From an optimization exercise on the open Yosys and OpenROAD flow, aimed at small area, a short achievable clock period and few clock cycles per item; shortcuts taken in it are not production practice.
The RTL was checked by simulation tests, not by an equivalence proof against the original design.
Power and IR drop assume default switching activity.

`run.sh`:
```
#!/bin/bash
# synth_recipe.tcl (not shown) runs the flow's synth.tcl, then flattens the netlist and writes it again
# the make line also repeats each setting of config.mk as NAME=value (left out here)
make -C /OpenROAD-flow-scripts/flow DESIGN_CONFIG=/design/flow/config.mk WORK_HOME=/design/flow/orfs CLKGATE_MAP_FILE= SYNTH_SCRIPT=/design/flow/synth_recipe.tcl finish
```
`config.mk`:
```
export PLATFORM = sky130hd
export DESIGN_NAME = fixed_block_pool_allocator
export DESIGN_NICKNAME = fixed_block_pool_allocator
export VERILOG_FILES = /design/flow/design.v
export SDC_FILE = /design/flow/constraint.sdc
export NUM_CORES = 4
export LEC_CHECK = 0
export ABC_CLOCK_PERIOD_IN_PS = 2000
export CAP_MARGIN = 20
export CORE_MARGIN = 2
export CORE_UTILIZATION = 40
export CTS_BUF_LIST = sky130_fd_sc_hd__clkbuf_16
export CTS_CLUSTER_DIAMETER = 100
export CTS_CLUSTER_SIZE = 24
export SETUP_SLACK_MARGIN = 4
export SLEW_MARGIN = 20
```
`constraint.sdc`:
```
create_clock -name core_clock -period 7.0 [get_ports {clock}]
set_input_delay 1.4000 -clock core_clock [delete_from_list [all_inputs] [get_ports {clock}]]
set_output_delay 1.4000 -clock core_clock [all_outputs]
set_load 0.01 [all_outputs]
```
`design.v`:
```
package fbpa_pkg;
   localparam int MAX_BLOCKS_DEFAULT = 256;
   localparam int ADDR_W  = 32;
   localparam int SIZE_W  = 16;
   localparam int COUNT_W = 9;
   localparam int OP_W    = 2;
   localparam int STAT_W  = 3;
   localparam int CSR_W   = 2;
   localparam int DATA_W  = 32;
   localparam int IDX_W   = 8;
   localparam logic [OP_W-1:0] OP_CREATE  = 2'd0;
   localparam logic [OP_W-1:0] OP_DELETE  = 2'd1;
   localparam logic [OP_W-1:0] OP_ALLOC   = 2'd2;
   localparam logic [OP_W-1:0] OP_RELEASE = 2'd3;
   localparam logic [STAT_W-1:0] ST_OK      = 3'd0;
   localparam logic [STAT_W-1:0] ST_FAULT   = 3'd1;
   localparam logic [STAT_W-1:0] ST_UNREADY = 3'd2;
   localparam logic [STAT_W-1:0] ST_EMPTY   = 3'd3;
   localparam logic [STAT_W-1:0] ST_FULL    = 3'd4;
   localparam logic [STAT_W-1:0] ST_BADADDR = 3'd5;
   localparam logic [CSR_W-1:0] CSR_POOL_BASE   = 2'd0;
   localparam logic [CSR_W-1:0] CSR_BLOCK_SIZE  = 2'd1;
   localparam logic [CSR_W-1:0] CSR_BLOCK_COUNT = 2'd2;
   localparam logic [ADDR_W-1:0]  POOL_BASE_RESET   = 32'd0;
   localparam logic [SIZE_W-1:0]  BLOCK_SIZE_RESET  = 16'd4;
   localparam logic [COUNT_W-1:0] BLOCK_COUNT_RESET = 9'd1;
endpackage
module fbpa_ram #(
   parameter int WIDTH = 8,
   parameter int DEPTH = 256,
   parameter int GROUP = 16
) (
   input  logic                     clock,
   input  logic [DEPTH/GROUP-1:0]   wr_hi,
   input  logic [GROUP-1:0]         wr_lo,
   input  logic [WIDTH-1:0]         wr_data,
   input  logic [DEPTH/GROUP-1:0]   rd_hi,
   input  logic [GROUP-1:0]         rd_lo,
   output logic [WIDTH-1:0]         rd_data
);
   localparam int NG = DEPTH / GROUP;
   logic [WIDTH-1:0] mem [DEPTH];
   logic [WIDTH-1:0] grp [NG];
   always_ff @(posedge clock) begin
      for (int i = 0; i < DEPTH; i++) begin
         if (wr_hi[i/GROUP] && wr_lo[i%GROUP]) begin
            mem[i] <= wr_data;
         end
      end
   end
   always_comb begin
      rd_data = '0;
      for (int h = 0; h < NG; h++) begin
         grp[h] = '0;
         for (int l = 0; l < GROUP; l++) begin
            grp[h] = grp[h] | (mem[h*GROUP+l] & {WIDTH{rd_lo[l]}});
         end
         rd_data = rd_data | (grp[h] & {WIDTH{rd_hi[h]}});
      end
   end
endmodule
module fbpa_add #(
   parameter int W = 16
) (
   input  logic [W-1:0] a,
   input  logic [W-1:0] b,
   input  logic         cin,
   output logic [W-1:0] sum,
   output logic         cout
);
   localparam int L = $clog2(W);
   logic [(L+1)*W-1:0] gen;
   logic [(L+1)*W-1:0] prp;
   logic [W-1:0]       p0;
   assign p0          = a ^ b;
   assign gen[W-1:0]  = {(a[W-1:1] & b[W-1:1]), (a[0] & b[0]) | (p0[0] & cin)};
   assign prp[W-1:0]  = p0;
   for (genvar k = 0; k < L; k++) begin : g_lvl
      for (genvar i = 0; i < W; i++) begin : g_bit
         if (((i >> k) & 1) == 1) begin : g_join
            localparam int J = ((i >> k) << k) - 1;
            assign gen[(k+1)*W+i] = gen[k*W+i] | (prp[k*W+i] & gen[k*W+J]);
            assign prp[(k+1)*W+i] = prp[k*W+i] & prp[k*W+J];
         end else begin : g_pass
            assign gen[(k+1)*W+i] = gen[k*W+i];
            assign prp[(k+1)*W+i] = prp[k*W+i];
         end
      end
   end
   assign sum  = p0 ^ {gen[L*W+W-2:L*W], cin};
   assign cout = gen[L*W+W-1];
endmodule
module fbpa_div (
   input  logic [fbpa_pkg::SIZE_W+fbpa_pkg::IDX_W-1:0] w_in,
   input  logic [fbpa_pkg::SIZE_W-1:0]                 divisor,
   input  logic [fbpa_pkg::SIZE_W+1:0]                 divisor3,
   output logic [fbpa_pkg::SIZE_W+fbpa_pkg::IDX_W-1:0] w_out
);
   localparam int SW = fbpa_pkg::SIZE_W;
   localparam int QW = fbpa_pkg::IDX_W;
   logic [SW+1:0] trial;
   logic [SW+1:0] diff1, diff2, diff3;
   logic          ge1, ge2, ge3;
   logic [SW-1:0] rem;
   logic [1:0]    digit;
   assign trial = w_in[SW+QW-1:QW-2];
   fbpa_add #(.W(SW+2)) u_sub1 (
      .a (trial), .b (~{2'b00, divisor}), .cin (1'b1), .sum (diff1), .cout (ge1)
   );
   fbpa_add #(.W(SW+2)) u_sub2 (
      .a (trial), .b (~{1'b0, divisor, 1'b0}), .cin (1'b1), .sum (diff2), .cout (ge2)
   );
   fbpa_add #(.W(SW+2)) u_sub3 (
      .a (trial), .b (~divisor3), .cin (1'b1), .sum (diff3), .cout (ge3)
   );
   always_comb begin
      if (ge3) begin
         rem   = diff3[SW-1:0];
         digit = 2'd3;
      end else if (ge2) begin
         rem   = diff2[SW-1:0];
         digit = 2'd2;
      end else if (ge1) begin
         rem   = diff1[SW-1:0];
         digit = 2'd1;
      end else begin
         rem   = trial[SW-1:0];
         digit = 2'd0;
      end
   end
   assign w_out = {rem, w_in[QW-3:0], digit};
endmodule
module fixed_block_pool_allocator #(
   parameter int MAX_BLOCKS = fbpa_pkg::MAX_BLOCKS_DEFAULT
) (
   input  logic                           clock,
   input  logic                           reset,
   input  logic                           req_valid,
   output logic                           req_stall,
   input  logic [fbpa_pkg::OP_W-1:0]      req_op,
   input  logic [fbpa_pkg::ADDR_W-1:0]    req_release_address,
   output logic                           rsp_valid,
   input  logic                           rsp_stall,
   output logic [fbpa_pkg::STAT_W-1:0]    rsp_status,
   output logic [fbpa_pkg::ADDR_W-1:0]    rsp_block_address,
   output logic [fbpa_pkg::COUNT_W-1:0]   rsp_blocks_free,
   input  logic                           csr_write_enable,
   input  logic [fbpa_pkg::CSR_W-1:0]     csr_index,
   input  logic [fbpa_pkg::DATA_W-1:0]    csr_write_data
);
   localparam int AW      = fbpa_pkg::ADDR_W;
   localparam int SW      = fbpa_pkg::SIZE_W;
   localparam int IW      = fbpa_pkg::IDX_W;
   localparam int CW      = fbpa_pkg::COUNT_W;
   localparam int OW      = fbpa_pkg::OP_W;
   localparam int TW      = fbpa_pkg::STAT_W;
   localparam int WW      = SW + IW;
   localparam int DSTAGES = IW / 2;
   logic [AW-1:0] cfg_base_ff;
   logic [SW-1:0] cfg_size_ff;
   logic [CW-1:0] cfg_count_ff;
   always_ff @(posedge clock) begin
      if (reset) begin
         cfg_base_ff  <= fbpa_pkg::POOL_BASE_RESET;
         cfg_size_ff  <= fbpa_pkg::BLOCK_SIZE_RESET;
         cfg_count_ff <= fbpa_pkg::BLOCK_COUNT_RESET;
      end else if (csr_write_enable) begin
         case (csr_index)
            fbpa_pkg::CSR_POOL_BASE:   cfg_base_ff  <= csr_write_data;
            fbpa_pkg::CSR_BLOCK_SIZE:  cfg_size_ff  <= csr_write_data[SW-1:0];
            fbpa_pkg::CSR_BLOCK_COUNT: cfg_count_ff <= csr_write_data[CW-1:0];
            default: ;
         endcase
      end
   end
   logic          ready_ff;
   logic [AW-1:0] base_ff;
   logic [SW-1:0] size_ff;
   logic [SW+1:0] size3_ff;      
   logic [CW-1:0] count_ff;
   logic [CW-1:0] free_ff;
   logic          fresh_v_ff;    
   logic [IW-1:0] fresh_ix_ff;   
   logic [15:0]   head_hi_ff;    
   logic [15:0]   head_lo_ff;    
   logic [IW-1:0] tail_ff;
   logic adv;           
   logic skid_v_ff;     
   logic cblk_ff;       
   logic stall_ff;      
   logic skid_v_in;
   logic cblk_in;
   logic acc;
   assign adv       = !skid_v_ff;
   assign req_stall = stall_ff;
   assign acc       = req_valid && !stall_ff;
   logic           p1_v_ff;
   logic [OW-1:0]  p1_op_ff;
   logic           p1_bad_ff;
   logic [WW-1:0]  p1_off_ff;
   logic [WW-1:0]  p1_diff;
   logic           p1_nb;     
   logic [AW-WW:0] base_hi1;
   fbpa_add #(.W(WW)) u_off (
      .a (req_release_address[WW-1:0]), .b (~base_ff[WW-1:0]), .cin (1'b1),
      .sum (p1_diff), .cout (p1_nb)
   );
   assign base_hi1 = {1'b0, base_ff[AW-1:WW]} + (AW-WW+1)'(1);
   always_ff @(posedge clock) begin
      if (reset) begin
         p1_v_ff <= 1'b0;
      end else if (adv) begin
         p1_v_ff <= acc;
      end
      if (adv) begin
         p1_op_ff  <= req_op;
         p1_bad_ff <= p1_nb ?
                      (req_release_address[AW-1:WW] != base_ff[AW-1:WW]) :
                      ({1'b0, req_release_address[AW-1:WW]} != base_hi1);
         p1_off_ff <= p1_diff;
      end
   end
   logic [DSTAGES-1:0]    dv_v_ff;
   logic [DSTAGES*OW-1:0] dv_op_ff;
   logic [DSTAGES-1:0]    dv_bad_ff;
   logic [DSTAGES*WW-1:0] dv_w_ff;
   logic          p1_big;
   logic [SW-1:0] p1_big_diff;
   fbpa_add #(.W(SW)) u_big (
      .a (p1_off_ff[WW-1:IW]), .b (~size_ff), .cin (1'b1),
      .sum (p1_big_diff), .cout (p1_big)
   );
   for (genvar g = 0; g < DSTAGES; g++) begin : g_div
      logic          v_in;
      logic [OW-1:0] op_in;
      logic          bad_in;
      logic [WW-1:0] w_in;
      logic [WW-1:0] w_out;
      if (g == 0) begin : g_first
         assign v_in   = p1_v_ff;
         assign op_in  = p1_op_ff;
         assign bad_in = p1_bad_ff || p1_big;
         assign w_in   = p1_off_ff;
      end else begin : g_next
         assign v_in   = dv_v_ff[g-1];
         assign op_in  = dv_op_ff[(g-1)*OW +: OW];
         assign bad_in = dv_bad_ff[g-1];
         assign w_in   = dv_w_ff[(g-1)*WW +: WW];
      end
      fbpa_div u_div (
         .w_in     (w_in),
         .divisor  (size_ff),
         .divisor3 (size3_ff),
         .w_out    (w_out)
      );
      always_ff @(posedge clock) begin
         if (reset) begin
            dv_v_ff[g] <= 1'b0;
         end else if (adv) begin
            dv_v_ff[g] <= v_in;
         end
         if (adv) begin
            dv_op_ff[g*OW +: OW] <= op_in;
            dv_bad_ff[g]         <= bad_in;
            dv_w_ff[g*WW +: WW]  <= w_out;
         end
      end
   end
   logic          vl_v_ff;
   logic [OW-1:0] vl_op_ff;
   logic          vl_bad_ff;
   logic [IW-1:0] vl_q_ff;
   logic [WW-1:0] dv_last;
   assign dv_last = dv_w_ff[(DSTAGES-1)*WW +: WW];
   always_ff @(posedge clock) begin
      if (reset) begin
         vl_v_ff <= 1'b0;
      end else if (adv) begin
         vl_v_ff <= dv_v_ff[DSTAGES-1];
      end
      if (adv) begin
         vl_op_ff  <= dv_op_ff[(DSTAGES-1)*OW +: OW];
         vl_bad_ff <= dv_bad_ff[DSTAGES-1] || (|dv_last[WW-1:IW]) ||
                      ({1'b0, dv_last[IW-1:0]} >= count_ff);
         vl_q_ff   <= dv_last[IW-1:0];
      end
   end
   logic          cm_v;
   logic [OW-1:0] cm_op;
   logic [CW-1:0] create_count;
   assign cm_v         = vl_v_ff;
   assign cm_op        = vl_op_ff;
   assign create_count = cfg_count_ff[CW-1] ? CW'(MAX_BLOCKS) : cfg_count_ff;
   logic          ready_in;
   logic          pool_in;      
   logic [CW-1:0] free_in;
   logic          fresh_v_in;
   logic [IW-1:0] fresh_ix_in;
   logic [15:0]   head_hi_in;
   logic [15:0]   head_lo_in;
   logic [IW-1:0] tail_in;
   logic [TW-1:0] st_in;
   logic          take_in;      
   logic          fromram_in;   
   logic          wr_in;
   logic          blk_clr;
   always_comb begin
      ready_in    = ready_ff;
      pool_in     = 1'b0;
      free_in     = free_ff;
      fresh_v_in  = fresh_v_ff;
      fresh_ix_in = fresh_ix_ff;
      head_hi_in  = head_hi_ff;
      head_lo_in  = head_lo_ff;
      tail_in     = tail_ff;
      st_in       = fbpa_pkg::ST_OK;
      take_in     = 1'b0;
      fromram_in  = 1'b0;
      wr_in       = 1'b0;
      blk_clr     = 1'b0;
      if (cm_op == fbpa_pkg::OP_CREATE) begin
         blk_clr = 1'b1;
         if (ready_ff || create_count == '0 || cfg_size_ff == '0) begin
            st_in = fbpa_pkg::ST_FAULT;
         end else begin
            pool_in     = 1'b1;
            ready_in    = 1'b1;
            free_in     = create_count;
            fresh_v_in  = 1'b1;
            fresh_ix_in = IW'(create_count - CW'(1));
            head_hi_in  = 16'd1;
            head_lo_in  = 16'd1;
            tail_in     = create_count[IW-1:0];
         end
      end else if (!ready_ff) begin
         st_in = fbpa_pkg::ST_UNREADY;
      end else if (cm_op == fbpa_pkg::OP_DELETE) begin
         if (free_ff == count_ff) begin
            ready_in = 1'b0;
            free_in  = '0;
         end else begin
            st_in = fbpa_pkg::ST_FAULT;
         end
      end else if (cm_op == fbpa_pkg::OP_ALLOC) begin
         if (free_ff == '0) begin
            st_in = fbpa_pkg::ST_EMPTY;
         end else begin
            take_in = 1'b1;
            free_in = free_ff - CW'(1);
            head_lo_in = {head_lo_ff[14:0], head_lo_ff[15]};
            if (head_lo_ff[15]) begin
               head_hi_in = {head_hi_ff[14:0], head_hi_ff[15]};
            end
            if (fresh_v_ff) begin
               fresh_ix_in = fresh_ix_ff - IW'(1);
               fresh_v_in  = fresh_ix_ff != '0;
            end else begin
               fromram_in = 1'b1;
            end
         end
      end else begin
         if (free_ff >= count_ff) begin
            st_in = fbpa_pkg::ST_FULL;
         end else if (vl_bad_ff) begin
            st_in = fbpa_pkg::ST_BADADDR;
         end else begin
            wr_in   = 1'b1;
            tail_in = tail_ff + IW'(1);
            free_in = free_ff + CW'(1);
         end
      end
   end
   always_comb begin
      cblk_in = cblk_ff;
      if (adv) begin
         if (acc && req_op == fbpa_pkg::OP_CREATE) begin
            cblk_in = 1'b1;
         end else if (cm_v && blk_clr) begin
            cblk_in = 1'b0;
         end
      end
   end
   logic [15:0]   wr_hi;
   logic [15:0]   wr_lo;
   logic [IW-1:0] ring_rd_data;
   always_comb begin
      for (int i = 0; i < 16; i++) begin
         wr_hi[i] = cm_v && wr_in && tail_ff[7:4] == 4'(i);
         wr_lo[i] = tail_ff[3:0] == 4'(i);
      end
   end
   fbpa_ram #(
      .WIDTH (IW),
      .DEPTH (fbpa_pkg::MAX_BLOCKS_DEFAULT),
      .GROUP (16)
   ) u_queue (
      .clock   (clock),
      .wr_hi   (wr_hi),
      .wr_lo   (wr_lo),
      .wr_data (vl_q_ff),
      .rd_hi   (head_hi_ff),
      .rd_lo   (head_lo_ff),
      .rd_data (ring_rd_data)
   );
   logic          cm_v_ff;
   logic [TW-1:0] cm_st_ff;
   logic [CW-1:0] cm_free_ff;
   logic          cm_take_ff;
   logic [IW-1:0] cm_ix_ff;
   always_ff @(posedge clock) begin
      if (reset) begin
         ready_ff <= 1'b0;
         free_ff  <= '0;
         cblk_ff  <= 1'b0;
         stall_ff <= 1'b0;
         cm_v_ff  <= 1'b0;
      end else begin
         stall_ff <= skid_v_in || cblk_in;
         cblk_ff  <= cblk_in;
         if (adv) begin
            cm_v_ff <= cm_v;
            if (cm_v) begin
               ready_ff <= ready_in;
               free_ff  <= free_in;
            end
         end
      end
      if (adv && cm_v) begin
         if (pool_in) begin
            base_ff  <= cfg_base_ff;
            size_ff  <= cfg_size_ff;
            size3_ff <= {2'b00, cfg_size_ff} + {1'b0, cfg_size_ff, 1'b0};
            count_ff <= create_count;
         end
         fresh_v_ff  <= fresh_v_in;
         fresh_ix_ff <= fresh_ix_in;
         head_hi_ff  <= head_hi_in;
         head_lo_ff  <= head_lo_in;
         tail_ff     <= tail_in;
      end
      if (adv) begin
         cm_st_ff   <= st_in;
         cm_free_ff <= free_in;
         cm_take_ff <= cm_v && take_in;
         cm_ix_ff   <= fromram_in ? ring_rd_data : fresh_ix_ff;
      end
   end
   localparam int MW = WW + 1;
   logic [MW-1:0] pp [IW+1];
   logic [MW-1:0] s1, c1, s2, c2, s3, c3, s4, c4, s5, c5, s6, c6, s7, c7;
   for (genvar i = 0; i < IW; i++) begin : g_pp
      assign pp[i] = MW'({SW{cm_ix_ff[i]}} & size_ff) << i;
   end
   assign pp[IW] = MW'(base_ff[WW-1:0]);
   assign s1 = pp[0] ^ pp[1] ^ pp[2];
   assign c1 = ((pp[0] & pp[1]) | (pp[0] & pp[2]) | (pp[1] & pp[2])) << 1;
   assign s2 = pp[3] ^ pp[4] ^ pp[5];
   assign c2 = ((pp[3] & pp[4]) | (pp[3] & pp[5]) | (pp[4] & pp[5])) << 1;
   assign s3 = pp[6] ^ pp[7] ^ pp[8];
   assign c3 = ((pp[6] & pp[7]) | (pp[6] & pp[8]) | (pp[7] & pp[8])) << 1;
   assign s4 = s1 ^ c1 ^ s2;
   assign c4 = ((s1 & c1) | (s1 & s2) | (c1 & s2)) << 1;
   assign s5 = c2 ^ s3 ^ c3;
   assign c5 = ((c2 & s3) | (c2 & c3) | (s3 & c3)) << 1;
   assign s6 = s4 ^ c4 ^ s5;
   assign c6 = ((s4 & c4) | (s4 & s5) | (c4 & s5)) << 1;
   assign s7 = s6 ^ c6 ^ c5;
   assign c7 = ((s6 & c6) | (s6 & c5) | (c6 & c5)) << 1;
   logic          mu_v_ff;
   logic [TW-1:0] mu_st_ff;
   logic [CW-1:0] mu_free_ff;
   logic          mu_take_ff;
   logic [MW-1:0] mu_s_ff;
   logic [MW-1:0] mu_c_ff;
   always_ff @(posedge clock) begin
      if (reset) begin
         mu_v_ff <= 1'b0;
      end else if (adv) begin
         mu_v_ff <= cm_v_ff;
      end
      if (adv) begin
         mu_st_ff   <= cm_st_ff;
         mu_free_ff <= cm_free_ff;
         mu_take_ff <= cm_take_ff;
         mu_s_ff    <= s7;
         mu_c_ff    <= c7;
      end
   end
   logic [WW-1:0] a_lo;
   logic          a_cout;
   logic [AW-1:0] a_sum;
   logic [AW-1:0] a_addr;
   fbpa_add #(.W(WW)) u_addr (
      .a (mu_s_ff[WW-1:0]), .b (mu_c_ff[WW-1:0]), .cin (1'b0),
      .sum (a_lo), .cout (a_cout)
   );
   assign a_sum  = {(a_cout ^ mu_s_ff[WW] ^ mu_c_ff[WW]) ?
                    base_ff[AW-1:WW] + (AW-WW)'(1) : base_ff[AW-1:WW], a_lo};
   assign a_addr = mu_take_ff ? a_sum : '0;
   logic          out_v_ff;
   logic [TW-1:0] out_st_ff;
   logic [CW-1:0] out_free_ff;
   logic [AW-1:0] out_addr_ff;
   logic [TW-1:0] skid_st_ff;
   logic [CW-1:0] skid_free_ff;
   logic [AW-1:0] skid_addr_ff;
   logic          pin;
   logic          dlv;
   logic          out_v_in;
   assign pin = adv && mu_v_ff;
   assign dlv = out_v_ff && !rsp_stall;
   always_comb begin
      out_v_in  = out_v_ff;
      skid_v_in = skid_v_ff;
      if (!out_v_ff || dlv) begin
         out_v_in  = skid_v_ff || pin;
         skid_v_in = 1'b0;
      end else if (pin) begin
         skid_v_in = 1'b1;
      end
   end
   always_ff @(posedge clock) begin
      if (reset) begin
         out_v_ff  <= 1'b0;
         skid_v_ff <= 1'b0;
      end else begin
         out_v_ff  <= out_v_in;
         skid_v_ff <= skid_v_in;
      end
      if (!out_v_ff || dlv) begin
         if (skid_v_ff) begin
            out_st_ff   <= skid_st_ff;
            out_free_ff <= skid_free_ff;
            out_addr_ff <= skid_addr_ff;
         end else begin
            out_st_ff   <= mu_st_ff;
            out_free_ff <= mu_free_ff;
            out_addr_ff <= a_addr;
         end
      end
      if (!skid_v_ff) begin
         skid_st_ff   <= mu_st_ff;
         skid_free_ff <= mu_free_ff;
         skid_addr_ff <= a_addr;
      end
   end
   assign rsp_valid         = out_v_ff;
   assign rsp_status        = out_st_ff;
   assign rsp_block_address = out_addr_ff;
   assign rsp_blocks_free   = out_free_ff;
endmodule
```
==> key figures, run 1 <==
Status
  • Result of the run: complete, no violations

Logic synthesis
  • Synth top area share: around two thirds
  • Register area share after synthesis: 70.3%
  • Mapped Area: 0.108 sq mm
  • Synthesized flop and latch total: 2566
  • Most area-hungry cell type in the Yosys netlist: edfxtp_1
  • Syn_nets: roughly 7600
  • Compound-Gate Fraction of Synth Area: about 13%
  • Ys Warns: 6
  • Share of async-settable or async-resettable flops after synthesis: 0%
  • Post-synth EDFFs: 2443
  • Avg Inst Size Synth: 15.3 sq um
  • Synth Instances: 7070
  • Area contributors post-synth: edfxtp_1 (68%), ha_1 (3.8%), a22o_1 (3.4%), a221oi_1 (3.4%), fa_1 (2.9%)
  • Mux contribution to synthesized area: 0.524%
  • Simple-gate share of the synthesized area: 6.19%
  • Adder-cell share of the synthesized area: 6.69%
  • Main synth FF type: edfxtp_1
  • Largest family of logic cells by synthesized area: compound AO/OA/AOI/OAI gates
  • Count of cell types in the netlist: 78
  • Synth Area in XOR/XNOR: between 1 and 1.5%

Floorplan
  • Initial core utilization: around two fifths
  • Core footprint: around 0.27 sq mm
  • Die Wd: 523 microns
  • Count of boundary I/O pins: 119
  • Std-Cell Rows: 190
  • Die Y-Extent: 523 microns
  • Area of the die: approximately 0.27 sq mm

Worst setup path
  • Reg2reg start: size_ff[1]
  • CP Cell Sequence: buf_12 > fa_2 > nor2b_2 > o31a_1 > o311a_1 > o31a_1 > o211a_1 > o21a_4 > a311o_2 > mux2_4 > a211oi_2 > a21oi_1
  • R2R Setup Slk: 3390 ps
  • Critical-path top delay cell: a311o_2
  • CP required: approximately 7600 ps
  • Worst path max stage delay: 490 ps
  • R2R cell count: 12
  • Path type of the worst setup path: reg -> reg
  • Most frequent CP cell: o31a_1
  • Reg-to-Reg End: dv_w_ff[86]
  • Crit path launch type: flop
  • Crit end category: flop
  • Crit path max fanout: 5
  • CP Data Arrival Time: 4180 ps

Worst hold path
  • Hold Path Stages: 0
  • Hold Crit Class: reg -> reg
  • Hold_sp: cm_free_ff[1]
  • WHS Endpoint: mu_free_ff[1]

Pwr
  • Power Total: 33.4 mW
  • Int Power: 24.1 mW
  • Net Sw Frac: 27.9%
  • Leak pwr: 45.9 nW
  • Worst VDD drop: 0.286 mV
  • Gate power share: 19.1%
  • Switching Power: 9.32 mW
  • Clock power share: 24.4%
  • Power density over the cells: about 250 mW/mm^2
  • Seq pwr share: 56.5%

Timing
  • Setup tns final: 0 ps
  • Crit share post-route: 51.5%
  • Final setup vio count: 0
  • Final Max Slew Viols: 0
  • Unrepaired setup endpoints after global routing: yes
  • Worst Tran Pin Value: 1120 ps
  • Max Freq: approximately 0.28 GHz
  • Slew margin rel.: 24.8%
  • Clock Skew: 130 ps
  • Final hold violations: 0
  • Period minus WS final: 3610 ps

Drt
  • ANT nets after route: 0
  • Post-DR wirelength/cell: 33.9 microns
  • Vias: roughly 73000
  • Number of vias per cell: 6.32
  • First-pass DRT Iterations: 7
  • Post-route DRC: 0
  • Starting DRC count in detailed routing: 11200
  • WL final: a little under 400000 microns

Finish
  • Layout area overhead: 25.5%
  • Sequential Area: 0.0758 sq mm
  • Most common cell after layout, fill and taps aside: edfxtp_1
  • Commonest non-fill, non-tap cells in the layout: edfxtp_1 (2443), a22o_1 (412), nand2_1 (317)
  • Share of layout cells above drive strength 1: between 20% and 30%
  • Layout Cells excl Fill: 11500
  • # fillers: 21500
  • Fin nets: 8490
  • Multi-input logic area: 0.0347 sq mm

Clock tree
  • CTS Sinks: 2566
  • Root buf cell: clkbuf_16
  • CTS Buffer Depth: 3
  • CTS H-tree lvls: 3
  • CTS Hold Bufs: 0
  • Clock transition at the registers of the reported paths: 100 ps
  • Clk latency of the worst-skew pair: about 900 ps
  • CTS tree: yes
  • CTS Buf Count: 121

Place
  • Cells after DPL: 10500
  • GPL Wtd Cong: 0.894
  • Post-detail-place hpwl: 203000 microns
  • Port Buffers: roughly 120

Global routing
  • GRT Total Usage: 27.0%
  • Largest net degree at the start of global routing: 205
  • Antenna violations before repair: 16
  • Vias in the first global route: ~70000
  • GRT overflow: 0
  • Global-route wire length before repair: between 500000 and 600000 microns

Job
  • MaxCap Viol Count: 0
[cell families after synthesis]
| family | count (synthesis) |
|---|---|
| flip-flops | 2566 |
| adder cells (fa/ha/maj) | 482 |
| buffers and inverters | 617 |
| AND/OR/NAND/NOR | 1390 |
| AO/OA/AOI/OAI | 1780 |
| XOR/XNOR | 182 |
| multiplexers | 53 |
[Yosys cell counts (15+ instances only)]
master,number
nand4_1,154
and3_1,21
a21boi_0,17
or2_2,15
nor3_1,52
nand2b_1,47
a21oi_1,156
nor2b_1,79
nor2_1,436
ha_1,324
or3_1,17
and2_1,122
xnor2_1,109
a211oi_1,45
fa_1,158
o22ai_1,29
a21o_1,46
mux2_2,16
a31oi_1,25
o211ai_1,26
buf_1,98
xor2_1,73
edfxtp_1,2443
clkbuf_1,253
nand2_1,329
a221oi_1,413
a22oi_1,266
dfxtp_1,123
o21ai_0,187
o21a_1,39
a22o_1,416
nor4_1,15
mux2i_1,34
inv_1,255
nand3_1,75
[through the flow]
step | worst slack (ps) | util, % | cell area [sq um] | hold slack [ps]
after floorplan | 2330 | - | 110000 | 400
after global placement | 2030 | 42.8 | 115000 | 406
after detailed placement | 2120 | 42.8 | 115000 | 405
after CTS | 3350 | 49.1 | 132000 | 391
after global routing | 3270 | 50.5 | 135000 | 408
final | 3390 | 50.5 | 135000 | 369
[power by group through the flow]
stage	combinational [mW]	sequential, mW	clock [mW]
floorplan	3.03	19.9	0
global placement	4.95	19.2	0
detailed placement	5.14	19.2	0
CTS	5.89	18.9	8.19
global route	6.85	18.9	8.66
finish	6.37	18.9	8.16
[critical path: cells and delay by family (launching register included)]
family          cells  cell delay, ps
fa+ha+maj           1             210
simple gates        1              50
mux                 1             330
flops               1             480
compound gates      8            2090
buf+inv             1             170
[state kept, by name, summed over array words and instances, names as in the netlist, 16 cells and up]
register and count:
p1_off_ff 24, size3_ff 17, cfg_base_ff 32, u_queue.mem 2048, dv_w_ff 96, cfg_size_ff 16
head_lo_ff 16, base_ff 32, size_ff 16, mu_c_ff 23, out_addr_ff 32, mu_s_ff 25
head_hi_ff 16, skid_addr_ff 32
[cell type report]
| class | instances | share of cell area (%) |
|---|---|---|
| Tap cell | 3552 | 3.28 |
| Timing Repair Buffer | 1091 | 11.7 |
| Inverter | 256 | 0.765 |
| Multi-Input combinational cell | 3899 | 25.7 |
| Clock inverter | 48 | 0.334 |
| Antenna cell | 6 | 0.0111 |
| Sequential cell | 2566 | 56.0 |
| Clock buffer | 122 | 2.26 |
[routing by layer]
layer	GRT usage, %	vias to the layer above	share of wire (%)
li1	-	29600	-
met1	35.5	37300	36
met2	42.3	5059	45
met3	6.14	994	12
met4	13.4	18	6.6
met5	0	-	0.028
[how the worst max path moves through the flow]
stage,from,endpoint,slack (ps)
floorplan,skid_v_ff,out_addr_ff[13],2330
global placement,req_release_address[0],p1_bad_ff,2030
detailed placement,req_release_address[0],p1_bad_ff,2120
CTS,size_ff[1],dv_w_ff[86],3350
global route,mu_c_ff[2],out_addr_ff[25],3270
finish,size_ff[1],dv_w_ff[86],3390
[timing repair]
action,in CTS,in global routing
setup endpoints to repair,2375,2286
setup buffers,587,167
pin swaps,477,415
gates resized for setup,1011,361
gates cloned,85,19
Testbench counts, summed over its fixed seeds: cycles 8,335, items 7,759.
==> inputs of run 2 (changes only) <==
--- a/design.v
+++ b/design.v
@@ -193,2 +193,4 @@
    logic acc;
+   logic front_busy;    
+   logic early_pool;    
    assign adv       = !skid_v_ff;
@@ -372,2 +374,5 @@
    end
+   assign front_busy = p1_v_ff || (|dv_v_ff) || vl_v_ff;
+   assign early_pool = acc && req_op == fbpa_pkg::OP_CREATE && !front_busy &&
+                       !ready_ff && create_count != '0 && cfg_size_ff != '0;
    always_comb begin
@@ -375,5 +380,5 @@
       if (adv) begin
-         if (acc && req_op == fbpa_pkg::OP_CREATE) begin
+         if (acc && req_op == fbpa_pkg::OP_CREATE && front_busy) begin
             cblk_in = 1'b1;
-         end else if (cm_v && blk_clr) begin
+         end else if (cm_v && blk_clr && !p1_v_ff && !(|dv_v_ff)) begin
             cblk_in = 1'b0;
@@ -427,9 +432,9 @@
       end
+      if ((adv && cm_v && pool_in) || early_pool) begin
+         base_ff  <= cfg_base_ff;
+         size_ff  <= cfg_size_ff;
+         size3_ff <= {2'b00, cfg_size_ff} + {1'b0, cfg_size_ff, 1'b0};
+         count_ff <= create_count;
+      end
       if (adv && cm_v) begin
-         if (pool_in) begin
-            base_ff  <= cfg_base_ff;
-            size_ff  <= cfg_size_ff;
-            size3_ff <= {2'b00, cfg_size_ff} + {1'b0, cfg_size_ff, 1'b0};
-            count_ff <= create_count;
-         end
          fresh_v_ff  <= fresh_v_in;
--- a/config.mk
+++ b/config.mk
@@ -14,3 +14,3 @@
 export CTS_CLUSTER_SIZE = 24
-export SETUP_SLACK_MARGIN = 4
+export SETUP_SLACK_MARGIN = 3.5
 export SLEW_MARGIN = 20
==> key figures, run 2 <==
Status
  • Result of the run: complete, no violations

Timing
  • Max Freq: 0.281 GHz (+1.3%)
  • Min Hold Slack: 404 ps (+35.6 ps)
  • Worst Tran Pin Value: 1150 ps (+27.7 ps)
  • Setup tns final: 0 ps (unchanged)
  • Final Max Slew Viols: 0 (unchanged)
  • Slew margin rel.: 23.7% (-1.2 points)
  • Unrepaired setup endpoints after global routing: yes
  • Final setup vio count: 0 (unchanged)
  • Final hold violations: 0 (unchanged)
  • Crit share post-route: 50.9% (-0.66 points)
  • Clock Skew: 70.8 ps (-58.8 ps)
  • Period minus WS final: 3560 ps (-45.9 ps)

Worst setup path
  • Crit path max fanout: 35 (+30)
  • CP required: 7600 ps (+30 ps)
  • WP buf/inv: 2 (+1)
  • Crit end category: flop
  • CP Data Arrival Time: 4160 ps (-20 ps)
  • Reg2reg start: head_lo_ff[10]
  • Critical-path top delay cell: a22oi_1
  • Crit path launch type: flop
  • Kind of cell adding the most delay to the critical path: compound AO/OA/AOI/OAI gates
  • R2R Setup Slk: 3440 ps (+50 ps)
  • R2R cell count: 8 (-4)
  • CP Cell Sequence: buf_4 > buf_4 > a221oi_1 > nand4_1 > a22oi_1 > nand4_1 > nor3_1 > o21ai_0
  • Path type of the worst setup path: reg -> reg
  • Worst path max stage delay: 640 ps (+150 ps)
  • Reg-to-Reg End: cm_ix_ff[7]

Clock tree
  • Clk latency of the worst-skew pair: 850 ps (-50 ps)
  • Clock transition at the registers of the reported paths: 110 ps (about the same)
  • CTS Buffer Depth: 4 (+1)
  • Root buf cell: clkbuf_16
  • CTS Buf Count: 139 (+15%)
  • CTS Sinks: 2566 (unchanged)
  • CTS H-tree lvls: 4 (+1)
  • CTS tree: yes

Drt
  • Number of vias per cell: 6.15 (-2.8%)
  • ANT nets after route: 0 (unchanged)
  • First-pass DRT Iterations: 7 (unchanged)
  • Vias: 69100 (-5.3%)
  • Post-route DRC: 0 (unchanged)
  • Post-DR wirelength/cell: 30.2 microns (-11%)
  • WL final: 340000 microns (-13%)
  • Starting DRC count in detailed routing: 8673 (-23%)

Finish
  • Multi-input logic area: 0.0332 sq mm (-4.4%)
  • Largest registers: u_queue.mem (2048), dv_w_ff (96)
  • Final core occ: 47.3% (-3.2 points)
  • Layout area overhead: 17.7%
  • # fillers: 22700 (+5.3%)
  • Number of flip-flops in the largest register: 2048 (unchanged)
  • Sequential Area: 0.0758 sq mm (about the same)
  • Most common cell after layout, fill and taps aside: edfxtp_1
  • Largest Register: u_queue.mem
  • Share of layout cells above drive strength 1: 16.7% (-8.0 points)
  • Commonest non-fill, non-tap cells in the layout: edfxtp_1 (2443), a22o_1 (416), a221oi_1 (378)
  • Fin nets: 8196 (-3.5%)

Floorplan
  • Die Wd: 525 microns (+0.39%)
  • Area of the die: 0.276 sq mm (+0.78%)
  • Initial core utilization: 40.2% (about the same)
  • Die Y-Extent: 525 microns (+0.39%)
  • Std-Cell Rows: 191 (+0.53%)
  • Count of boundary I/O pins: 119 (unchanged)
  • Core footprint: 0.271 sq mm (+0.88%)

Global routing
  • GRT Total Usage: 23.6% (-3.4 points)
  • Vias in the first global route: 66800 (-3.4%)
  • Global-route wire length before repair: 480000 microns (-9.0%)
  • Largest net degree at the start of global routing: 234 (+14%)
  • GRT overflow: 0 (unchanged)
  • Antenna violations before repair: 5 (-11)

Pwr
  • Power Total: 35.1 mW (+5.2%)
  • Worst VDD drop: 0.247 mV (-14%)
  • Power density over the cells: 275 mW/mm^2 (+11%)
  • Leak pwr: 42.5 nW (-7.5%)

Worst hold path
  • WHS Endpoint: dv_w_ff[2]
  • Hold Path Stages: 0 (unchanged)
  • Hold_sp: p1_off_ff[0]
  • Hold Crit Class: reg -> reg

Logic synthesis
  • Cell with the most instances after synthesis: edfxtp_1
  • Area contributors post-synth: edfxtp_1 (67%), ha_1 (3.7%), a22o_1 (3.4%), a221oi_1 (3.2%), fa_1 (2.9%)
  • Synth top area share: 67.5% (-0.53 points)
  • Syn_nets: 7669 (+0.58%)
  • Mapped Area: 0.109 sq mm (+0.78%)
  • Avg Inst Size Synth: 15.3 sq um (+0.16%)
  • Post-synth EDFFs: 2443 (unchanged)
  • Ys Warns: 6 (unchanged)
  • Synth Instances: 7114 (+0.62%)
  • Share of async-settable or async-resettable flops after synthesis: 0% (unchanged)
  • Main synth FF type: edfxtp_1
  • Register area share after synthesis: 69.8% (-0.55 points)
  • Most area-hungry cell type in the Yosys netlist: edfxtp_1
  • Synthesized flop and latch total: 2566 (unchanged)
  • Count of cell types in the netlist: 94 (+21%)
  • Synth cell count leaders: edfxtp_1 (2443), a22o_1 (416), a221oi_1 (393)

Place
  • Port Buffers: 118 (unchanged)
  • Post-detail-place hpwl: 202000 microns (-0.26%)
  • GPL Wtd Cong: 0.908 (+1.6%)

Job
  • MaxCap Viol Count: 0 (unchanged)
==> run 2: changes by cell type after synthesis, moves of 21 or more <==
| cell | before | now |
|---|---|---|
| a211oi_1 | 45 | 23 |
| a21oi_1 | 156 | 183 |
| a22oi_1 | 266 | 287 |
| nand3_1 | 75 | 100 |
| nor2_1 | 436 | 389 |
| nor2_4 | 0 | 59 |
| o211ai_1 | 26 | 48 |
| o22ai_1 | 29 | 7 |
==> run 2: report_power, final <==
part / switching [mW] / total, mW / internal [mW]
Sequential: 0.483 / 19.3 / 18.8
Combinational: 4.53 / 7.21 / 2.69
Clock: 4.93 / 8.65 / 3.72
Total: 9.94 / 35.1 / 25.2
==> run 2: worst max path at each step <==
stage,start,to,slack (ps),cells after the start
global route,size_ff[1],dv_w_ff[38],3400,13
CTS,size_ff[4],dv_w_ff[89],3480,15
floorplan,skid_v_ff,free_ff[3],2310,6
finish,head_lo_ff[10],cm_ix_ff[7],3440,8
detailed placement,req_release_address[0],p1_bad_ff,1990,14
global placement,req_release_address[0],p1_bad_ff,1910,14
==> run 2: final cells by class <==
| class | count | share of cell area, % |
|---|---|---|
| Sequential cell | 2566 | 59.3 |
| Tap cell | 3570 | 3.49 |
| Multi-Input combinational cell | 3938 | 25.9 |
| Timing Repair Buffer | 739 | 7.52 |
| Inverter | 257 | 0.809 |
| Clock buffer | 142 | 2.78 |
| Antenna cell | 2 | 0.00391 |
| Clock inverter | 31 | 0.197 |
==> run 2: cells by family after synthesis <==
| group | share of synthesized area (%) |
|---|---|
| flops | 69.8 |
| compound gates | 12.5 |
| simple gates | 6.67 |
| buf+inv | 2.26 |
| fa+ha+maj | 6.64 |
| xor+xnor | 1.43 |
| mux | 0.715 |
==> run 2: what timing repair did <==
action	4_1_cts	5_1_grt
setup endpoints to repair	2211	1962
cloned	12	12
setup buffers	378	106
hold buffers	0	0
pin swaps	257	100
endpoints found under the hold margin	0	0
gates resized for setup	559	164
==> run 2: layer usage <==
layer,routed length [microns],global-route usage [%],vias to the layer above
met5,37,0,-
met4,15800,9.45,6
met3,32100,4.42,707
met2,158000,37.8,3833
met1,134000,31.7,35600
li1,-,-,29000
==> run 2: stage by stage <==
stage,setup slack [ps],instances,cell area [sq um]
floorplan,2310,7114,109000
global placement,1910,10600,114000
detailed placement,1990,10600,114000
CTS,3480,11100,126000
global route,3400,11200,128000
finish,3440,11200,128000
Testbench counts of run 2, summed over its fixed seeds: cycles 8,143, items 7,759.
==> inputs of run 3 (changes only) <==
--- a/config.mk
+++ b/config.mk
@@ -7,6 +7,5 @@
 export LEC_CHECK = 0
-export ABC_CLOCK_PERIOD_IN_PS = 2000
 export CAP_MARGIN = 20
 export CORE_MARGIN = 2
-export CORE_UTILIZATION = 40
+export CORE_UTILIZATION = 50
 export CTS_BUF_LIST = sky130_fd_sc_hd__clkbuf_16
@@ -14,3 +13,3 @@
 export CTS_CLUSTER_SIZE = 24
-export SETUP_SLACK_MARGIN = 3.5
+export SETUP_SLACK_MARGIN = 3.7
 export SLEW_MARGIN = 20
==> key figures, run 3 <==
Status
  • Result of the run: complete, no violations

Floorplan
  • Initial core utilization: 50.2% (+10 points)
  • Area of the die: 0.221 sq mm (-20%)
  • Count of boundary I/O pins: 119 (unchanged)
  • Core footprint: 0.217 sq mm (-20%)
  • Die Wd: 470 microns (-10%)
  • Std-Cell Rows: 171 (-10%)
  • Die Y-Extent: 470 microns (-10%)

Finish
  • Number of flip-flops in the largest register: 2048 (unchanged)
  • Share of layout cells above drive strength 1: 21.1% (+4.4 points)
  • Final core occ: 60.6% (+13 points)
  • Commonest non-fill, non-tap cells in the layout: edfxtp_1 (2443), a22o_1 (412), nand2_1 (330)
  • Final instance area: 0.131 sq mm (+2.6%)
  • # fillers: 15900 (-30%)
  • Largest registers: u_queue.mem (2048), dv_w_ff (96)
  • Most common cell after layout, fill and taps aside: edfxtp_1
  • Layout area overhead: 20.7%
  • Fin nets: 8359 (+2.0%)
  • Largest Register: u_queue.mem

Drt
  • ANT nets after route: 0 (unchanged)
  • Post-DR wirelength/cell: 34.1 microns (+13%)
  • Number of vias per cell: 6.59 (+7.2%)
  • Starting DRC count in detailed routing: 9821 (+13%)
  • Vias: 70600 (+2.1%)
  • First-pass DRT Iterations: 9 (+2)
  • WL final: 365000 microns (+7.4%)
  • Post-route DRC: 0 (unchanged)

Place
  • Dpl ws: 1980 ps (-8.74 ps)
  • Port Buffers: 118 (unchanged)
  • Post-detail-place hpwl: 204000 microns (+0.87%)
  • GPL Wtd Cong: 0.934 (+2.9%)
  • Post-place instance area: 0.114 sq mm (-0.42%)

Logic synthesis
  • Avg Inst Size Synth: 15.3 sq um (unchanged)
  • Synth cell count leaders: edfxtp_1 (2443), a22o_1 (416), a221oi_1 (393)
  • Synthesized flop and latch total: 2566 (unchanged)
  • Cell with the most instances after synthesis: edfxtp_1
  • Share of async-settable or async-resettable flops after synthesis: 0% (unchanged)
  • Syn_nets: 7669 (unchanged)
  • Ys Warns: 6 (unchanged)
  • Main synth FF type: edfxtp_1
  • Compound-Gate Fraction of Synth Area: 12.5% (unchanged)
  • Mux contribution to synthesized area: 0.715% (unchanged)
  • Count of cell types in the netlist: 94 (unchanged)
  • Synth Area in XOR/XNOR: 1.43% (unchanged)
  • Post-synth EDFFs: 2443 (unchanged)
  • Largest family of logic cells by synthesized area: compound AO/OA/AOI/OAI gates
  • Synth top area share: 67.5% (unchanged)
  • Synth Instances: 7114 (unchanged)
  • Mapped Area: 0.109 sq mm (unchanged)
  • Simple-gate share of the synthesized area: 6.67% (unchanged)
  • Adder-cell share of the synthesized area: 6.64% (unchanged)
  • Area contributors post-synth: edfxtp_1 (67%), ha_1 (3.7%), a22o_1 (3.4%), a221oi_1 (3.2%), fa_1 (2.9%)
  • Most area-hungry cell type in the Yosys netlist: edfxtp_1
  • Register area share after synthesis: 69.8% (unchanged)

Timing
  • Setup tns final: 0 ps (unchanged)
  • Max Freq: 0.281 GHz (about the same)
  • Min Hold Slack: 420 ps (+15.9 ps)
  • Final setup vio count: 0 (unchanged)
  • Slew margin rel.: 26.2% (+2.5 points)
  • Clock Skew: 48.4 ps (-22.4 ps)
  • Final Max Slew Viols: 0 (unchanged)
  • Worst Tran Pin Value: 1100 ps (-44.9 ps)
  • Post-route setup slack: 3440 ps (+0.290 ps)
  • Unrepaired setup endpoints after global routing: yes
  • Period minus WS final: 3560 ps (-0.290 ps)
  • Final hold violations: 0 (unchanged)
  • Crit share post-route: 50.9% (about the same)

Worst hold path
  • Hold Path Stages: 0 (unchanged)
  • Hold Crit Class: reg -> reg
  • WHS Endpoint: mu_free_ff[8]
  • Hold_sp: cm_free_ff[8]

Worst setup path
  • CP Data Arrival Time: 4130 ps (-30 ps)
  • Crit path max fanout: 8 (-77%)
  • Path type of the worst setup path: reg -> reg
  • R2R Setup Slk: 3440 ps (about the same)
  • Crit path launch type: flop
  • CP required: 7570 ps (-30 ps)
  • Reg-to-Reg End: u_queue.mem[199][0]
  • R2R cell count: 16 (+8)
  • Crit end category: flop
  • Reg2reg start: count_ff[0]

Global routing
  • Global-route wire length before repair: 486000 microns (+1.3%)
  • Antenna violations before repair: 11 (+6)
  • GRT Total Usage: 30.5% (+6.8 points)
  • Vias in the first global route: 66700 (-0.11%)
  • GRT overflow: 0 (unchanged)
  • Largest net degree at the start of global routing: 182 (-22%)

Clock tree
  • CTS Buf Count: 130 (-6.5%)
  • CTS Buffer Depth: 3 (-1)
  • Root buf cell: clkbuf_16
  • Clk latency of the worst-skew pair: 880 ps (+30 ps)
  • Clock transition at the registers of the reported paths: 90 ps (-20 ps)
  • CTS H-tree lvls: 4 (unchanged)
  • CTS Sinks: 2566 (unchanged)
  • CTS tree: yes
  • CTS Hold Bufs: 0 (unchanged)

Pwr
  • Power density over the cells: 275 mW/mm^2 (about the same)
  • Worst VDD drop: 0.371 mV (+50%)
  • Leak pwr: 44.2 nW (+4.1%)

Job
  • MaxCap Viol Count: 0 (unchanged)
==> run 3: cell counts after synthesis <==
No cell type changed its count.
==> run 3: logic make-up after synthesis <==
logic type	Yosys count
multiplexers	75
AO/OA/AOI/OAI	1769
flip-flops	2566
XOR/XNOR	177
buffers and inverters	617
adder cells (fa/ha/maj)	482
AND/OR/NAND/NOR	1428
==> run 3: routing by layer <==
layer  part of all wire (%)  track usage, %  vias to the layer above
li1                       -               -                    29400
met1                     37            40.5                    36000
met2                     47            49.1                     4342
met3                     10            5.27                      864
met4                    6.2            14.1                        4
met5                 0.0082               0                        -
==> run 3: timing repair <==
action / 4_1_cts / 5_1_grt
pin swaps: 307 / 323
setup buffers: 388 / 215
cloned: 37 / 45
endpoints found under the setup margin: 2264 / 2178
gates resized for setup: 688 / 397
==> run 3: cell type report <==
| class | count | area, sq um | share of cell area, % |
|---|---|---|---|
| Inverter | 257 | 1030 | 0.783 |
| Clock inverter | 43 | 457 | 0.348 |
| Clock buffer | 132 | 3300 | 2.52 |
| Timing Repair inverter | 1 | 5.00 | 0.00381 |
| Multi-Input combinational cell | 3944 | 34600 | 26.4 |
| Sequential cell | 2566 | 75800 | 57.8 |
| Tap cell | 2854 | 3570 | 2.72 |
| Timing Repair Buffer | 904 | 12400 | 9.46 |
| Antenna cell | 8 | 20.0 | 0.0153 |
==> run 3: per-stage QoR <==
step                power, mW  std cells
finish                   36.1      10700
global route             37.3      10700
CTS                      35.4      10400
detailed placement       25.8       9841
global placement         25.7       9840
floorplan                23.9       7114
==> run 3: report_power, final <==
group	switching, mW	total (mW)	internal [mW]	leakage (nW)
clock network	4.95	8.50	3.54	1.89
logic	5.01	8.28	3.27	19.0
registers	0.476	19.3	18.8	23.3
total	10.4	36.1	25.6	44.2
==> run 3: critical path, cell delays in order (launching register included) <==
cell and delay (ps):
edfxtp_1 450, ha_4 250, nand2b_4 130, a21o_1 170, a21o_1 170, a21o_1 190, a2111oi_4 280, buf_4 190
and3_4 230, buf_12 120, nand3_4 140, buf_12 230, buf_16 140, buf_16 160, buf_12 130, nor2_4 120
buf_12 160
==> run 3: how the worst max path moves through the flow <==
| stage | to | depth (start not counted) | from | slack (ps) |
|---|---|---|---|---|
| after floorplan | free_ff[3] | 6 | skid_v_ff | 2310 |
| after global placement | p1_bad_ff | 14 | req_release_address[0] | 1960 |
| after detailed placement | p1_bad_ff | 14 | req_release_address[0] | 1980 |
| after CTS | dv_w_ff[95] | 16 | size_ff[0] | 3380 |
| after global routing | dv_w_ff[82] | 18 | size_ff[0] | 3310 |
| final | u_queue.mem[199][0] | 16 | count_ff[0] | 3440 |
==> inputs of run 4 (changes only) <==
--- a/design.v
+++ b/design.v
@@ -270,26 +270,14 @@
    end
-   logic          vl_v_ff;
-   logic [OW-1:0] vl_op_ff;
-   logic          vl_bad_ff;
-   logic [IW-1:0] vl_q_ff;
-   logic [WW-1:0] dv_last;
-   assign dv_last = dv_w_ff[(DSTAGES-1)*WW +: WW];
-   always_ff @(posedge clock) begin
-      if (reset) begin
-         vl_v_ff <= 1'b0;
-      end else if (adv) begin
-         vl_v_ff <= dv_v_ff[DSTAGES-1];
-      end
-      if (adv) begin
-         vl_op_ff  <= dv_op_ff[(DSTAGES-1)*OW +: OW];
-         vl_bad_ff <= dv_bad_ff[DSTAGES-1] || (|dv_last[WW-1:IW]) ||
-                      ({1'b0, dv_last[IW-1:0]} >= count_ff);
-         vl_q_ff   <= dv_last[IW-1:0];
-      end
-   end
    logic          cm_v;
    logic [OW-1:0] cm_op;
+   logic [IW-1:0] cm_q;
+   logic          cm_bad;       
+   logic [WW-1:0] dv_last;
    logic [CW-1:0] create_count;
-   assign cm_v         = vl_v_ff;
-   assign cm_op        = vl_op_ff;
+   assign dv_last      = dv_w_ff[(DSTAGES-1)*WW +: WW];
+   assign cm_v         = dv_v_ff[DSTAGES-1];
+   assign cm_op        = dv_op_ff[(DSTAGES-1)*OW +: OW];
+   assign cm_q         = dv_last[IW-1:0];
+   assign cm_bad       = dv_bad_ff[DSTAGES-1] || (|dv_last[WW-1:IW]) ||
+                         ({1'b0, cm_q} >= count_ff);
    assign create_count = cfg_count_ff[CW-1] ? CW'(MAX_BLOCKS) : cfg_count_ff;
@@ -365,3 +353,3 @@
             st_in = fbpa_pkg::ST_FULL;
-         end else if (vl_bad_ff) begin
+         end else if (cm_bad) begin
             st_in = fbpa_pkg::ST_BADADDR;
@@ -374,3 +362,3 @@
    end
-   assign front_busy = p1_v_ff || (|dv_v_ff) || vl_v_ff;
+   assign front_busy = p1_v_ff || (|dv_v_ff);
    assign early_pool = acc && req_op == fbpa_pkg::OP_CREATE && !front_busy &&
@@ -382,3 +370,3 @@
             cblk_in = 1'b1;
-         end else if (cm_v && blk_clr && !p1_v_ff && !(|dv_v_ff)) begin
+         end else if (cm_v && blk_clr && !p1_v_ff && !(|dv_v_ff[DSTAGES-2:0])) begin
             cblk_in = 1'b0;
@@ -404,3 +392,3 @@
       .wr_lo   (wr_lo),
-      .wr_data (vl_q_ff),
+      .wr_data (cm_q),
       .rd_hi   (head_hi_ff),
--- a/config.mk
+++ b/config.mk
@@ -7,5 +7,6 @@
 export LEC_CHECK = 0
+export ABC_CLOCK_PERIOD_IN_PS = 2000
 export CAP_MARGIN = 20
 export CORE_MARGIN = 2
-export CORE_UTILIZATION = 50
+export CORE_UTILIZATION = 40
 export CTS_BUF_LIST = sky130_fd_sc_hd__clkbuf_16
@@ -13,3 +14,3 @@
 export CTS_CLUSTER_SIZE = 24
-export SETUP_SLACK_MARGIN = 3.7
+export SETUP_SLACK_MARGIN = 3.5
 export SLEW_MARGIN = 20
==> key figures, run 4 <==
Drt
  • First-pass DRT Iterations: 5 (-4)
  • Number of vias per cell: 6.15 (-6.7%)
  • WL final: 344000 microns (-5.8%)
  • ANT nets after route: 0 (unchanged)
  • Starting DRC count in detailed routing: 9579 (-2.5%)
  • Vias: 68000 (-3.7%)
  • Post-DR wirelength/cell: 31.1 microns (-8.8%)
  • Post-route DRC: 0 (unchanged)

Logic synthesis
  • Syn_nets: 7678 (+0.12%)
  • Most area-hungry cell type in the Yosys netlist: edfxtp_1
  • Largest family of logic cells by synthesized area: compound AO/OA/AOI/OAI gates
  • Synth cell count leaders: edfxtp_1 (2432), nor2_1 (455), a221oi_1 (396)
  • Synth Instances: 7123 (+0.13%)
  • Register area share after synthesis: 69.9% (+0.13 points)
  • Share of async-settable or async-resettable flops after synthesis: 0% (unchanged)
  • Compound-Gate Fraction of Synth Area: 12.5% (about the same)
  • Mapped Area: 0.108 sq mm (-0.65%)
  • Area contributors post-synth: edfxtp_1 (68%), ha_1 (3.8%), a221oi_1 (3.2%), a22o_1 (3.2%), fa_1 (2.9%)
  • Synth top area share: 67.6% (+0.14 points)
  • Ys Warns: 6 (unchanged)
  • Mux contribution to synthesized area: 0.888% (+0.17 points)
  • Avg Inst Size Synth: 15.2 sq um (-0.78%)
  • Synthesized flop and latch total: 2554 (-0.47%)
  • Main synth FF type: edfxtp_1
  • Adder-cell share of the synthesized area: 6.68% (+0.044 points)
  • Post-synth EDFFs: 2432 (-0.45%)
  • Cell with the most instances after synthesis: edfxtp_1
  • Synth Area in XOR/XNOR: 1.44% (+0.016 points)
  • Count of cell types in the netlist: 92 (-2.1%)
  • Simple-gate share of the synthesized area: 6.39% (-0.29 points)

Status
  • Result of the run: complete, no violations

Floorplan
  • Count of boundary I/O pins: 119 (unchanged)
  • Area of the die: 0.274 sq mm (+24%)
  • Die Y-Extent: 524 microns (+11%)
  • Core footprint: 0.268 sq mm (+24%)
  • Die Wd: 524 microns (+11%)
  • Std-Cell Rows: 190 (+11%)
  • Initial core utilization: 40.3% (-9.9 points)

Pwr
  • Worst VDD drop: 0.297 mV (-20%)
  • Leak pwr: 41.1 nW (-7.1%)
  • Power density over the cells: 277 mW/mm^2 (+0.63%)
  • Power Total: 34.5 mW (-4.2%)

Global routing
  • Global-route wire length before repair: 489000 microns (+0.57%)
  • Antenna violations before repair: 2 (-9)
  • Vias in the first global route: 66200 (-0.76%)
  • Largest net degree at the start of global routing: 151 (-17%)
  • GRT Total Usage: 24.5% (-5.9 points)
  • GRT overflow: 0 (unchanged)

Clock tree
  • CTS Sinks: 2554 (-0.47%)
  • CTS tree: yes
  • CTS H-tree lvls: 3 (-1)
  • Root buf cell: clkbuf_16
  • CTS Hold Bufs: 0 (unchanged)
  • CTS Buf Count: 121 (-6.9%)
  • Clock transition at the registers of the reported paths: 110 ps (+20 ps)
  • CTS Buffer Depth: 3 (unchanged)
  • Clk latency of the worst-skew pair: 890 ps (about the same)

Worst setup path
  • Crit path launch type: flop
  • R2R Setup Slk: 3240 ps (-190 ps)
  • Path type of the worst setup path: reg -> reg
  • CP required: 7480 ps (-90 ps)
  • CP Data Arrival Time: 4240 ps (+110 ps)
  • Crit path max fanout: 7 (-1)
  • Crit end category: flop

Finish
  • Fin nets: 8021 (-4.0%)
  • Share of layout cells above drive strength 1: 15.5% (-5.6 points)
  • Layout area overhead: 15.6%
  • Most common cell after layout, fill and taps aside: edfxtp_1
  • Commonest non-fill, non-tap cells in the layout: edfxtp_1 (2432), a22o_1 (394), a221oi_1 (380)
  • Largest registers: u_queue.mem (2048), dv_w_ff (96)
  • Number of flip-flops in the largest register: 2048 (unchanged)
  • Largest Register: u_queue.mem

Timing
  • Post-route setup slack: 3240 ps (-194 ps)
  • Worst Tran Pin Value: 1260 ps (+164 ps)
  • Crit share post-route: 53.7% (+2.8 points)
  • Max Freq: 0.266 GHz (-5.2%)
  • Slew margin rel.: 15.7% (-10 points)
  • Final Max Slew Viols: 0 (unchanged)
  • Final hold violations: 0 (unchanged)
  • Final setup vio count: 0 (unchanged)
  • Setup tns final: 0 ps (unchanged)
  • Unrepaired setup endpoints after global routing: yes
  • Period minus WS final: 3760 ps (+194 ps)
  • Clock Skew: 136 ps (+87.5 ps)

Place
  • Post-detail-place hpwl: 215000 microns (+5.4%)
  • Port Buffers: 118 (unchanged)
  • GPL Wtd Cong: 0.926 (-0.88%)
  • Dpl ws: 2050 ps (+69.6 ps)

Worst hold path
  • Hold Crit Class: reg -> reg

Job
  • MaxCap Viol Count: 0 (unchanged)
[run 4: per-layer routing]
| metal | GRT usage (%) | wire, microns |
|---|---|---|
| met4 | 9.93 | 16400 |
| met2 | 38.8 | 159000 |
| met5 | 0 | 0 |
| met3 | 4.37 | 31300 |
| met1 | 33.6 | 137000 |
[run 4: layout make-up]
class / instances / area, sq um
repair buffers: 563 / 6720
clock inverters: 38 / 447
clock buffers: 121 / 3030
multi-input cells: 3977 / 33700
flip-flops and latches: 2554 / 75500
well taps: 3552 / 4440
fillers: 22900 / 143000
diodes: 3 / 7.51
inverters: 249 / 992
[run 4: stage by stage]
stage               hold WS, ps  instance area (sq um)  util, %  std cells
floorplan                   400                 110000        -       7123
global placement            402                 115000     43.1      10600
detailed placement          405                 115000     43.1      10600
CTS                         403                 124000     46.1      11000
global route                390                 125000     46.6      11100
finish                      403                 125000     46.6      11100
[run 4: cells by family (layout without fill, tap and decap cells)]
family          Yosys count  count (layout)
flops                  2554            2554
compound gates         1770            1778
fa+ha+maj               482             482
simple gates           1443            1448
mux                      92              92
buf+inv                 605             971
other cells               0               3
xor+xnor                177             177
[run 4: path summary, 6_finish.rpt]
| kind | start | to | depth (start not counted) |
|---|---|---|---|
| max | size_ff[2] | dv_w_ff[44] | 14 |
| min | dv_w_ff[53] | dv_w_ff[79] | 0 |
| max reg2reg | size_ff[2] | dv_w_ff[44] | 14 |
| min reg2reg | dv_w_ff[53] | dv_w_ff[79] | 0 |
[run 4: report_power, final]
| group | internal, mW | switching [mW] |
|---|---|---|
| Clock | 3.23 | 4.88 |
| Combinational | 2.89 | 4.71 |
| Sequential | 18.4 | 0.434 |
| Total | 24.5 | 10.0 |
[run 4: critical path, cell delays in order, from the launching register on]
cell and delay (ps):
edfxtp_1 550, clkinvlp_4 220, buf_6 150, buf_4 130, ha_4 200, nor2b_4 120, o31a_1 300, o221ai_2 230
a21oi_2 90, o41a_1 370, a31oi_4 270, o21a_4 250, mux2_4 320, a21oi_2 110, mux2i_1 80
[run 4: timing repair]
action | CTS | global route
resized for setup | 310 | 113
endpoints found under the setup margin | 2138 | 2034
pin swaps | 179 | 103
gates cloned | 16 | 5
setup buffers | 253 | 47
Testbench counts of run 4, summed over its fixed seeds: cycles 8,111, items 7,759.
==> inputs of run 5 (changes only) <==
--- a/config.mk
+++ b/config.mk
@@ -7,6 +7,5 @@
 export LEC_CHECK = 0
-export ABC_CLOCK_PERIOD_IN_PS = 2000
 export CAP_MARGIN = 20
 export CORE_MARGIN = 2
-export CORE_UTILIZATION = 40
+export CORE_UTILIZATION = 50
 export CTS_BUF_LIST = sky130_fd_sc_hd__clkbuf_16
==> key figures, run 5 <==
Clock tree
  • CTS tree: yes
  • Clock transition at the registers of the reported paths: 100 ps (about the same)
  • CTS Hold Bufs: 0 (unchanged)
  • Clk latency of the worst-skew pair: 860 ps (-30 ps)
  • CTS Sinks: 2554 (unchanged)
  • CTS H-tree lvls: 4 (+1)
  • CTS Buf Count: 131 (+8.3%)
  • Root buf cell: clkbuf_16
  • CTS Buffer Depth: 3 (unchanged)

Global routing
  • Global-route wire length before repair: 484000 microns (-0.94%)
  • Vias in the first global route: 65700 (-0.74%)
  • Largest net degree at the start of global routing: 185 (+23%)
  • GRT Total Usage: 30.9% (+6.4 points)
  • Antenna violations before repair: 8 (+6)
  • GRT overflow: 0 (unchanged)

Worst hold path
  • Hold_sp: cm_free_ff[2]
  • Hold Crit Class: reg -> reg

Floorplan
  • Core footprint: 0.215 sq mm (-20%)
  • Die Y-Extent: 469 microns (-10%)
  • Initial core utilization: 50.3% (+10 points)
  • Area of the die: 0.220 sq mm (-20%)
  • Die Wd: 469 microns (-10%)
  • Count of boundary I/O pins: 119 (unchanged)
  • Std-Cell Rows: 170 (-11%)

Drt
  • ANT nets after route: 0 (unchanged)
  • Post-route DRC: 0 (unchanged)
  • Vias: 67900 (-0.13%)
  • WL final: 344000 microns (about the same)
  • First-pass DRT Iterations: 6 (+1)
  • Starting DRC count in detailed routing: 8893 (-7.2%)
  • Number of vias per cell: 6.55 (+6.5%)
  • Post-DR wirelength/cell: 33.2 microns (+6.6%)

Worst setup path
  • CP required: 7600 ps (+120 ps)
  • WP buf/inv: 1 (-2)
  • Crit path max fanout: 75 (+68)
  • Worst path depth: 8 (-6)
  • Reg-to-Reg End: cm_ix_ff[6]
  • CP Data Arrival Time: 4160 ps (-80 ps)
  • Path type of the worst setup path: reg -> reg
  • Kind of cell adding the most delay to the critical path: compound AO/OA/AOI/OAI gates
  • R2R cell count: 8 (-6)
  • Crit path launch type: flop
  • Worst Setup EP: cm_ix_ff[6]
  • Crit end category: flop
  • Crit path from: head_lo_ff[13]
  • Worst path max stage delay: 500 ps (-50 ps)
  • Critical-path top delay cell: nand4_1
  • Reg2reg start: head_lo_ff[13]
  • CP Cell Sequence: buf_12 > a22o_1 > a221oi_1 > nand4_1 > a22oi_2 > nand4_1 > nor3_4 > a21oi_1
  • Most frequent CP cell: nand4_1
  • R2R Setup Slk: 3440 ps (+200 ps)

Logic synthesis
  • Main synth FF type: edfxtp_1
  • Synth top area share: 67.6% (unchanged)
  • Ys Warns: 6 (unchanged)
  • Area contributors post-synth: edfxtp_1 (68%), ha_1 (3.8%), a221oi_1 (3.2%), a22o_1 (3.2%), fa_1 (2.9%)
  • Synth Instances: 7123 (unchanged)
  • Cell with the most instances after synthesis: edfxtp_1
  • Post-synth EDFFs: 2432 (unchanged)
  • Avg Inst Size Synth: 15.2 sq um (unchanged)
  • Synth cell count leaders: edfxtp_1 (2432), nor2_1 (455), a221oi_1 (396)
  • Mapped Area: 0.108 sq mm (unchanged)
  • Synthesized flop and latch total: 2554 (unchanged)
  • Register area share after synthesis: 69.9% (unchanged)
  • Syn_nets: 7678 (unchanged)
  • Most area-hungry cell type in the Yosys netlist: edfxtp_1
  • Share of async-settable or async-resettable flops after synthesis: 0% (unchanged)
  • Count of cell types in the netlist: 92 (unchanged)

Timing
  • Slew margin rel.: 14.3% (-1.4 points)
  • Post-route setup slack: 3440 ps (+195 ps)
  • Crit share post-route: 50.9% (-2.8 points)
  • Clock Skew: 43.7 ps (-92.2 ps)
  • Period minus WS final: 3560 ps (-195 ps)
  • Unrepaired setup endpoints after global routing: yes
  • Final Max Slew Viols: 0 (unchanged)
  • Setup tns final: 0 ps (unchanged)
  • Max Freq: 0.281 GHz (+5.5%)
  • Worst Tran Pin Value: 1290 ps (+21.3 ps)
  • Final hold violations: 0 (unchanged)
  • Final setup vio count: 0 (unchanged)

Finish
  • Sequential Area: 0.0755 sq mm (unchanged)
  • Layout area overhead: 15.2%
  • Multi-input logic area: 0.0335 sq mm (-0.72%)
  • Largest Register: u_queue.mem
  • Largest registers: u_queue.mem (2048), dv_w_ff (96)
  • Most common cell after layout, fill and taps aside: edfxtp_1
  • Share of layout cells above drive strength 1: 15.6% (+0.096 points)
  • # fillers: 16400 (-28%)
  • Number of flip-flops in the largest register: 2048 (unchanged)
  • Fin nets: 8050 (+0.36%)
  • Final instance area: 0.124 sq mm (-0.40%)
  • Commonest non-fill, non-tap cells in the layout: edfxtp_1 (2432), a22o_1 (394), a221oi_1 (381)

Pwr
  • Leak pwr: 41.3 nW (+0.53%)
  • Power density over the cells: 279 mW/mm^2 (+0.92%)
  • Worst VDD drop: 0.298 mV (+0.41%)

Place
  • GPL Wtd Cong: 0.946 (+2.2%)
  • Post-detail-place hpwl: 215000 microns (about the same)
  • Post-place instance area: 0.114 sq mm (-0.87%)
  • Dpl ws: 2010 ps (-37.1 ps)
  • Port Buffers: 118 (unchanged)

Status
  • Result of the run: complete, no violations

Job
  • MaxCap Viol Count: 0 (unchanged)
==> run 5: cell counts after synthesis <==
No cell type changed its count.
==> run 5: area by class of cell <==
| type | count | area share, % |
|---|---|---|
| Antenna cell | 2 | 0.00402 |
| Clock buffer | 135 | 2.72 |
| Clock inverter | 36 | 0.321 |
| Inverter | 249 | 0.804 |
| Multi-Input combinational cell | 3978 | 26.9 |
| Sequential cell | 2554 | 60.7 |
| Tap cell | 2838 | 2.86 |
| Timing Repair Buffer | 581 | 5.67 |
==> run 5: report_power, final <==
group / total [mW] / leakage, nW / internal (mW) / switching (mW)
combinational: 7.38 / 16.2 / 2.78 / 4.60
sequential: 18.8 / 23.1 / 18.4 / 0.434
clock: 8.50 / 1.90 / 3.58 / 4.92
total: 34.7 / 41.3 / 24.8 / 9.96
==> run 5: layer usage <==
layer	track usage, %	part of all wire [%]	vias up
met5	0	0.0099	-
met4	13.8	5.1	6
met3	5.41	9.3	607
met2	48.9	47	3675
met1	42.0	39	34900
li1	-	-	28700
==> run 5: worst min path at each step <==
| stage | endpoint | slack, ps | cells past startpoint |
|---|---|---|---|
| floorplan | dv_bad_ff[1] | 400 | 0 |
| global placement | mu_take_ff | 400 | 0 |
| detailed placement | dv_w_ff[30] | 400 | 0 |
| CTS | mu_free_ff[2] | 420 | 0 |
| global route | mu_free_ff[2] | 430 | 0 |
| finish | mu_free_ff[2] | 420 | 0 |
==> run 5: cell families (layout without fill, tap and decap cells) <==
logic type | count (synthesis) | count (layout) | synth area share (%)
flops | 2554 | 2554 | 69.9
simple gates | 1443 | 1449 | 6.39
other cells | 0 | 2 | 0
compound gates | 1770 | 1778 | 12.5
fa+ha+maj | 482 | 482 | 6.68
xor+xnor | 177 | 177 | 1.44
mux | 92 | 92 | 0.888
buf+inv | 605 | 1001 | 2.17
==> run 5: what timing repair did <==
action                                  in CTS  in global routing
gates resized for setup                    228                153
endpoints found under the setup margin    2137               2005
pin swaps                                  159                125
buffers inserted                           248                 70
gates cloned                                20                  5
==> run 5: through the flow <==
stage | utilization (%) | power [mW] | cells | hold WS (ps)
after floorplan | - | 23.4 | 7123 | 400
after global placement | 53.3 | 25.2 | 9854 | 401
after detailed placement | 53.3 | 25.4 | 9855 | 405
after CTS | 57.2 | 34.2 | 10300 | 418
after global routing | 57.9 | 35.9 | 10400 | 433
final | 57.9 | 34.7 | 10400 | 418

Check on run 5: ideal ports give 3.439 ns setup slack; a clkbuf_16 on the clock port and buf_2 on the inputs give 3.439 ns; moving port delays by the midpoint clock arrival (0.926 ns) as well gives 2.662 ns.
